This design comes from an exercise in tuning for small area, a short achievable clock period and few clock cycles per item on the open sky130 flow, not from production work. At most, simulation tests tie the RTL to the original design; equivalence was not proved. No activity file was given, so power comes from the tool's default toggle rates.

Setup of the reference run:
==> flow/design.v <==
module muldiv_engine #(
  parameter int WIDTH      = 32,
  parameter int MUL_STAGES = 2
) (
  input  logic             clock,
  input  logic             reset,
  input  logic             flush,
  input  logic [WIDTH-1:0] in_src0,
  input  logic [WIDTH-1:0] in_src1,
  input  logic [1:0]       in_op,
  input  logic             in_sign,
  input  logic             in_valid,
  output logic             in_ready,
  output logic             out_valid,
  input  logic             out_ready,
  output logic [WIDTH-1:0] out_res0,
  output logic [WIDTH-1:0] out_res1,
  output logic             busy
);
  localparam logic [2:0] IDLE = 3'd0;
  localparam logic [2:0] MUL  = 3'd1;
  localparam logic [2:0] NORM = 3'd2;
  localparam logic [2:0] DIV  = 3'd3;
  localparam logic [2:0] DONE = 3'd4;
  localparam logic [1:0] OP_MUL = 2'd1;
  localparam logic [1:0] OP_DIV = 2'd2;
  logic [2:0]  state;
  logic [4:0]  cnt;      
  logic [63:0] P;        
  logic [34:0] A;        
  logic [32:0] B;        
  logic        qneg;
  logic [5:0]  bc;       
  logic accept;
  assign in_ready  = (state == IDLE) && !flush;
  assign accept    = in_valid && in_ready;
  assign out_valid = (state == DONE);
  assign busy      = (state != IDLE);
  muldiv_add #(.N(32)) u_neg0 (.a(P[31:0]  ^ {32{qneg}}), .b(32'd0), .cin(qneg), .s(out_res0));
  assign out_res1 = P[63:32];
  logic        nega, negb, dz, swap;
  logic [31:0] yb, bm1, mcand, mplier;
  logic [34:0] ealign;
  logic [5:0]  la, lb, lmin;
  logic [4:0]  ma, mb;
  logic        za, zb;
  logic [6:0]  diff;
  assign nega   = in_sign & in_src0[31];
  assign negb   = in_sign & in_src1[31];
  assign yb     = in_src1 ^ {32{negb}};
  muldiv_msb u_msba (.x({in_src0[31] & ~in_sign, in_src0[31:1] ^ in_src0[30:0]}), .m(ma), .z(za));
  muldiv_msb u_msbb (.x({in_src1[31] & ~in_sign, in_src1[31:1] ^ in_src1[30:0]}), .m(mb), .z(zb));
  assign la     = za ? 6'd0 : {1'b0, ma} + 6'd1;
  assign lb     = zb ? 6'd0 : {1'b0, mb} + 6'd1;
  muldiv_add #(.N(32)) u_bm1 (.a(in_src1), .b(32'hffffffff), .cin(1'b0), .s(bm1));
  assign dz     = (in_src1 == 32'd0);
  assign swap   = zb ? 1'b0 : za ? 1'b1 : (mb > ma);
  assign lmin   = swap ? la : lb;
  assign mcand  = swap ? in_src1 : in_src0;
  assign mplier = swap ? in_src0 : in_src1;
  assign diff   = (za ? 7'h7f : {2'b00, ma}) + {6'd0, nega} - (zb ? 7'h7f : {2'b00, mb});
  assign ealign = {35{~dneg}}
                ^ (35'(A << {cnt, 1'b1})
                   | ({35{~dpos | dneg}} & ~(35'h7ffffffff << {cnt, 1'b1})));
  function automatic logic [5:0] booth_ctl(input logic [4:0] w);
    booth_ctl = {w[4] & ~(w[3] & w[2]), w[3] ^ w[2],
                 (w[4] & ~w[3] & ~w[2]) | (~w[4] & w[3] & w[2]),
                 w[2] & ~(w[1] & w[0]), w[1] ^ w[0],
                 (w[2] & ~w[1] & ~w[0]) | (~w[2] & w[1] & w[0])};
  endfunction
  logic [37:0] bx, bxa, bxb;
  logic [3:0]  cnt_dn, ia, ib;
  logic [5:0]  bc_next, bca, bcb;
  logic        n1, o1, t1b, n0, o0, t0b;
  logic [34:0] s1, s0, pp1, pp0;
  logic [63:0] mul_next;
  assign cnt_dn  = cnt[3:0] - 4'd1;
  assign bx      = {{4{B[32]}}, B, 1'b0};
  assign bc_next = booth_ctl(bx[{cnt_dn, 2'b00} +: 5]);
  assign ia      = za ? 4'd0 : 4'(({1'b0, ma} + 6'd1) >> 2);
  assign ib      = zb ? 4'd0 : 4'(({1'b0, mb} + 6'd1) >> 2);
  assign bxa     = {{5{in_sign & in_src0[31]}}, in_src0, 1'b0};
  assign bxb     = {{5{in_sign & in_src1[31]}}, in_src1, 1'b0};
  assign bca     = booth_ctl(bxa[{ia, 2'b00} +: 5]);
  assign bcb     = booth_ctl(bxb[{ib, 2'b00} +: 5]);
  assign {n1, o1, t1b, n0, o0, t0b} = bc;
  assign s1  = ({35{o1}} & A) | ({35{t1b}} & {A[33:0], 1'b0});
  assign s0  = ({35{o0}} & A) | ({35{t0b}} & {A[33:0], 1'b0});
  assign pp1 = s1 ^ {35{n1}};
  assign pp0 = s0 ^ {35{n0}};
  logic [37:0] ml, my1, my0, cs_s, cs_c;
  logic [2:0]  mu;
  assign ml   = {P[33:0], 1'b0, n1, 1'b0, n0};
  assign my1  = {pp1[34], pp1, 2'b00};
  assign my0  = {{3{pp0[34]}}, pp0};
  assign cs_s = ml ^ my1 ^ my0;
  assign cs_c = (ml & my1) | (ml & my0) | (my1 & my0);
  assign mu   = {2'b00, cs_c[37]} - {2'b00, my1[37]} - {2'b00, my0[37]};
  muldiv_add #(.N(64)) u_mul (.a({P[59:34], cs_s}), .b({{23{mu[2]}}, mu, cs_c[36:0], 1'b0}),
                              .cin(1'b0), .s(mul_next));
  logic [34:0] rx, d1, d2a, eh;
  logic [35:0] d2b, cs3_s, cs3_c;
  logic        sd1, sd2a, sd2b;
  logic        ge1, ge2, dpos, dneg, cval, cdec;
  logic [31:0] r2;
  assign rx    = {{3{dneg & P[63]}}, P[63:32]};
  assign eh    = {A[34], A[34:1]};
  assign cval  = dneg | dpos;
  assign cdec  = ~dneg & dpos;
  assign cs3_s = {rx[34], rx} ^ {A[34], A} ^ {eh[34], eh};
  assign cs3_c = {((rx & A) | (rx & eh) | (A & eh)), cval};
  muldiv_add2 #(.N(35)) u_d1  (.a(rx), .b(A),  .cv(cval), .cd(cdec), .s(d1),  .sd(sd1));
  muldiv_add2 #(.N(35)) u_d2a (.a(rx), .b(eh), .cv(cval), .cd(cdec), .s(d2a), .sd(sd2a));
  muldiv_add2 #(.N(36)) u_d2b (.a(cs3_s), .b(cs3_c), .cv(cval), .cd(cdec), .s(d2b), .sd(sd2b));
  assign ge1 = sd1 ^ ~dneg;
  assign ge2 = ge1 ? (sd2b ^ ~dneg) : (sd2a ^ ~dneg);
  assign r2  = ge1 ? (ge2 ? d2b[31:0] : d1[31:0]) : (ge2 ? d2a[31:0] : P[63:32]);
  always_ff @(posedge clock) begin
    if (reset) begin
      state <= IDLE;
    end else if (flush) begin
      state <= IDLE;
    end else begin
      case (state)
        IDLE: begin
          if (accept) begin
            if (in_op == OP_MUL) state <= MUL;
            else if (in_op == OP_DIV) state <= (dz || diff[6]) ? DONE : NORM;
          end
        end
        MUL:  if (cnt == 5'd0) state <= DONE;
        NORM: state <= DIV;
        DIV:  if (cnt == 5'd0) state <= DONE;
        DONE: if (out_ready) state <= IDLE;
        default: state <= IDLE;
      endcase
    end
  end
  always_ff @(posedge clock) begin
    case (state)
      IDLE: begin
        if (accept) begin
          if (in_op == OP_DIV) begin
            A    <= {3'b000, (nega & ~negb) ? bm1 : yb};
            P    <= {in_src0, {32{dz}}};
            cnt  <= diff[5:1];
            dpos <= ~negb;
            dneg <= nega;
            qneg <= (nega ^ negb) & ~dz;
          end else begin
            A    <= {{3{in_sign & mcand[31]}}, mcand};
            B    <= {in_sign & mplier[31], mplier};
            bc   <= swap ? bca : bcb;
            P    <= 64'd0;
            cnt  <= {1'b0, lmin[5:2]};
            qneg <= 1'b0;
          end
        end
      end
      MUL: begin
        P   <= mul_next;
        bc  <= bc_next;
        cnt <= cnt - 5'd1;
      end
      NORM: begin
        A <= ealign;
      end
      DIV: begin
        P   <= {r2, P[29:0], ge1, ge2};
        A   <= {{2{A[34]}}, A[34:2]};
        cnt <= cnt - 5'd1;
      end
      default: ;
    endcase
  end
endmodule
module muldiv_add #(
  parameter int N = 32
) (
  input  logic [N-1:0] a,
  input  logic [N-1:0] b,
  input  logic         cin,
  output logic [N-1:0] s
);
  localparam int L = $clog2(N);
  logic [N-1:0] p0;
  logic [N-1:0] g [0:L];
  logic [N-1:0] p [0:L];
  assign p0   = a ^ b;
  assign g[0] = (a & b) | {{(N-1){1'b0}}, p0[0] & cin};
  assign p[0] = p0;
  for (genvar l = 0; l < L; l++) begin : g_lvl
    for (genvar i = 0; i < N; i++) begin : g_bit
      if ((i >> l) % 2 == 1) begin : g_comb
        localparam int J = ((i >> l) << l) - 1;
        assign g[l+1][i] = g[l][i] | (p[l][i] & g[l][J]);
        assign p[l+1][i] = p[l][i] & p[l][J];
      end else begin : g_pass
        assign g[l+1][i] = g[l][i];
        assign p[l+1][i] = p[l][i];
      end
    end
  end
  assign s = p0 ^ {g[L][N-2:0], cin};
endmodule
module muldiv_msb (
  input  logic [31:0] x,
  output logic [4:0]  m,
  output logic        z
);
  logic [15:0]      z1;
  logic [15:0][0:0] p1;
  logic [7:0]       z2;
  logic [7:0][1:0]  p2;
  logic [3:0]       z3;
  logic [3:0][2:0]  p3;
  logic [1:0]       z4;
  logic [1:0][3:0]  p4;
  always_comb begin
    for (int i = 0; i < 16; i++) begin
      z1[i] = ~(x[2*i+1] | x[2*i]);
      p1[i] = x[2*i+1];
    end
    for (int i = 0; i < 8; i++) begin
      z2[i] = z1[2*i+1] & z1[2*i];
      p2[i] = z1[2*i+1] ? {1'b0, p1[2*i]} : {1'b1, p1[2*i+1]};
    end
    for (int i = 0; i < 4; i++) begin
      z3[i] = z2[2*i+1] & z2[2*i];
      p3[i] = z2[2*i+1] ? {1'b0, p2[2*i]} : {1'b1, p2[2*i+1]};
    end
    for (int i = 0; i < 2; i++) begin
      z4[i] = z3[2*i+1] & z3[2*i];
      p4[i] = z3[2*i+1] ? {1'b0, p3[2*i]} : {1'b1, p3[2*i+1]};
    end
    z = z4[1] & z4[0];
    m = z4[1] ? {1'b0, p4[0]} : {1'b1, p4[1]};
  end
endmodule
module muldiv_add2 #(
  parameter int N = 32
) (
  input  logic [N-1:0] a,
  input  logic [N-1:0] b,
  input  logic         cv,
  input  logic         cd,
  output logic [N-1:0] s,
  output logic         sd
);
  localparam int L = $clog2(N);
  logic [N-1:0] p0;
  logic [N-1:0] g [0:L];
  logic [N-1:0] p [0:L];
  assign p0   = a ^ b;
  assign g[0] = a & b;
  assign p[0] = p0;
  for (genvar l = 0; l < L; l++) begin : g_lvl
    for (genvar i = 0; i < N; i++) begin : g_bit
      if ((i >> l) % 2 == 1) begin : g_comb
        localparam int J = ((i >> l) << l) - 1;
        assign g[l+1][i] = g[l][i] | (p[l][i] & g[l][J]);
        assign p[l+1][i] = p[l][i] & p[l][J];
      end else begin : g_pass
        assign g[l+1][i] = g[l][i];
        assign p[l+1][i] = p[l][i];
      end
    end
  end
  assign s  = p0 ^ {g[L][N-2:0] | (p[L][N-2:0] & {(N-1){cv}}), cv};
  assign sd = p0[N-1] ^ (g[L][N-2] | (p[L][N-2] & cd));
endmodule
Settings: LEC_CHECK=0, CAP_MARGIN=20, CORE_MARGIN=2, CORE_UTILIZATION=40, SETUP_SLACK_MARGIN=5, SLEW_MARGIN=20, TNS_END_PERCENT=5; clock period 11.0 ns.
run.sh (not shown) runs the stock make flow with config.mk's settings and CLKGATE_MAP_FILE= SYNTH_SCRIPT=/design/flow/synth_recipe.tcl, a recipe that flattens the netlist after the stock synthesis.
Testbench counts of the reference run, summed over its fixed seeds: cycles 19,131, items 3,200.
The following lists how the trial run was set up differently from the reference run:
diff --git a/flow/design.v b/flow/design.v
--- a/flow/design.v
+++ b/flow/design.v
@@ -14,20 +14,20 @@
   output logic             out_valid,
   input  logic             out_ready,
   output logic [WIDTH-1:0] out_res0,
   output logic [WIDTH-1:0] out_res1,
   output logic             busy
 );
-  localparam logic [2:0] IDLE = 3'd0;
-  localparam logic [2:0] MUL  = 3'd1;
-  localparam logic [2:0] NORM = 3'd2;
-  localparam logic [2:0] DIV  = 3'd3;
-  localparam logic [2:0] DONE = 3'd4;
+  localparam logic [1:0] IDLE = 2'd0;
+  localparam logic [1:0] MUL  = 2'd1;
+  localparam logic [1:0] DIV  = 2'd2;
+  localparam logic [1:0] DONE = 2'd3;
   localparam logic [1:0] OP_MUL = 2'd1;
   localparam logic [1:0] OP_DIV = 2'd2;
-  logic [2:0]  state;
+  logic [1:0]  state;
+  logic        first;    
   logic [4:0]  cnt;      
   logic [63:0] P;        
   logic [34:0] A;        
   logic [32:0] B;        
   logic        qneg;
   logic [5:0]  bc;       
@@ -56,15 +56,15 @@
   assign dz     = (in_src1 == 32'd0);
   assign swap   = zb ? 1'b0 : za ? 1'b1 : (mb > ma);
   assign lmin   = swap ? la : lb;
   assign mcand  = swap ? in_src1 : in_src0;
   assign mplier = swap ? in_src0 : in_src1;
   assign diff   = (za ? 7'h7f : {2'b00, ma}) + {6'd0, nega} - (zb ? 7'h7f : {2'b00, mb});
-  assign ealign = {35{~dneg}}
-                ^ (35'(A << {cnt, 1'b1})
-                   | ({35{~dpos | dneg}} & ~(35'h7ffffffff << {cnt, 1'b1})));
+  assign ealign = {35{first & ~dneg}}
+                ^ (35'(A << ({cnt, 1'b1} & {6{first}}))
+                   | ({35{first & (~dpos | dneg)}} & ~(35'h7ffffffff << {cnt, 1'b1})));
   function automatic logic [5:0] booth_ctl(input logic [4:0] w);
     booth_ctl = {w[4] & ~(w[3] & w[2]), w[3] ^ w[2],
                  (w[4] & ~w[3] & ~w[2]) | (~w[4] & w[3] & w[2]),
                  w[2] & ~(w[1] & w[0]), w[1] ^ w[0],
                  (w[2] & ~w[1] & ~w[0]) | (~w[2] & w[1] & w[0])};
   endfunction
@@ -101,18 +101,18 @@
   logic [34:0] rx, d1, d2a, eh;
   logic [35:0] d2b, cs3_s, cs3_c;
   logic        sd1, sd2a, sd2b;
   logic        ge1, ge2, dpos, dneg, cval, cdec;
   logic [31:0] r2;
   assign rx    = {{3{dneg & P[63]}}, P[63:32]};
-  assign eh    = {A[34], A[34:1]};
+  assign eh    = {ealign[34], ealign[34:1]};
   assign cval  = dneg | dpos;
   assign cdec  = ~dneg & dpos;
-  assign cs3_s = {rx[34], rx} ^ {A[34], A} ^ {eh[34], eh};
-  assign cs3_c = {((rx & A) | (rx & eh) | (A & eh)), cval};
-  muldiv_add2 #(.N(35)) u_d1  (.a(rx), .b(A),  .cv(cval), .cd(cdec), .s(d1),  .sd(sd1));
+  assign cs3_s = {rx[34], rx} ^ {ealign[34], ealign} ^ {eh[34], eh};
+  assign cs3_c = {((rx & ealign) | (rx & eh) | (ealign & eh)), cval};
+  muldiv_add2 #(.N(35)) u_d1  (.a(rx), .b(ealign), .cv(cval), .cd(cdec), .s(d1),  .sd(sd1));
   muldiv_add2 #(.N(35)) u_d2a (.a(rx), .b(eh), .cv(cval), .cd(cdec), .s(d2a), .sd(sd2a));
   muldiv_add2 #(.N(36)) u_d2b (.a(cs3_s), .b(cs3_c), .cv(cval), .cd(cdec), .s(d2b), .sd(sd2b));
   assign ge1 = sd1 ^ ~dneg;
   assign ge2 = ge1 ? (sd2b ^ ~dneg) : (sd2a ^ ~dneg);
   assign r2  = ge1 ? (ge2 ? d2b[31:0] : d1[31:0]) : (ge2 ? d2a[31:0] : P[63:32]);
   always_ff @(posedge clock) begin
@@ -122,17 +122,16 @@
       state <= IDLE;
     end else begin
       case (state)
         IDLE: begin
           if (accept) begin
             if (in_op == OP_MUL) state <= MUL;
-            else if (in_op == OP_DIV) state <= (dz || diff[6]) ? DONE : NORM;
+            else if (in_op == OP_DIV) state <= (dz || diff[6]) ? DONE : DIV;
           end
         end
         MUL:  if (cnt == 5'd0) state <= DONE;
-        NORM: state <= DIV;
         DIV:  if (cnt == 5'd0) state <= DONE;
         DONE: if (out_ready) state <= IDLE;
         default: state <= IDLE;
       endcase
     end
   end
@@ -143,12 +142,13 @@
           if (in_op == OP_DIV) begin
             A    <= {3'b000, (nega & ~negb) ? bm1 : yb};
             P    <= {in_src0, {32{dz}}};
             cnt  <= diff[5:1];
             dpos <= ~negb;
             dneg <= nega;
+            first <= 1'b1;
             qneg <= (nega ^ negb) & ~dz;
           end else begin
             A    <= {{3{in_sign & mcand[31]}}, mcand};
             B    <= {in_sign & mplier[31], mplier};
             bc   <= swap ? bca : bcb;
             P    <= 64'd0;
@@ -159,18 +159,16 @@
       end
       MUL: begin
         P   <= mul_next;
         bc  <= bc_next;
         cnt <= cnt - 5'd1;
       end
-      NORM: begin
-        A <= ealign;
-      end
       DIV: begin
         P   <= {r2, P[29:0], ge1, ge2};
-        A   <= {{2{A[34]}}, A[34:2]};
+        A   <= {{2{ealign[34]}}, ealign[34:2]};
+        first <= 1'b0;
         cnt <= cnt - 5'd1;
       end
       default: ;
     endcase
   end
 endmodule
==> comparison <==
The trial run: done, clean on timing, DRC and antenna
For height of the die, the trial run and the reference run come out practically identical.
Compare the trial run and the reference run | post-route standard cell area excluding fillers lower: the reference run
Row clock-buffer cell count: the trial run lower / the reference run higher
~same mean cell area of the mapped netlist in the trial run and the reference run
Delta(number of buffer and inverter stages on the critical path, the trial run - the reference run) < 0
Wire length of the first global-routing pass grows slightly when moving from the reference run to the trial run.
Across both runs, non-clock buffer count was higher for the trial run than for the reference run.
Sort the trial run and the reference run by clock power asc -> top: the reference run
Summary of the trial run over the reference run: post-route non-filler standard cell count rose by about 1%; clock latency reported for the late side of the worst-skew pair held.
Routability congestion estimate from global placement: the trial run lower than the reference run
Any difference in final wirelength between the trial run and the reference run is small enough to ignore.
Delta(number of global-route vias before repair, the trial run - the reference run) > 0
No functional check of the RTL was part of the trial run.

==> port drivers added, routing unchanged <==
No port has a modelled driver above. Below, the same layouts with a new extraction and two added sets of constraints. Step 1 sets driving cells, clkbuf_16 on the clock port and buf_2 on the other inputs (assumed; they add their load-dependent delay and slew). Step 2, shift: input delay + t, output delay - t, t = (earliest + latest rising clock arrival at the registers) / 2. This alone moves slack from input paths to output paths. Three values: ideal, step 1, step 2; two values: the first two.
run | t (ns) | setup slack, ns | worst setup path after step 2 | worst register clock-pin slew, ns | cell pins on the clock port's net
the reference run | 0.552 | 4.897 / 4.931 / 4.380 | input to register | 0.08 / 0.08 | 1
the trial run | 0.560 | 4.690 / 4.725 / 4.164 | input to register | 0.09 / 0.09 | 1
After both steps every run listed still meets setup and hold. For the trial run, which loses most, drivers alone change the setup slack by +0.035 ns; drivers and shift together by -0.526 ns.
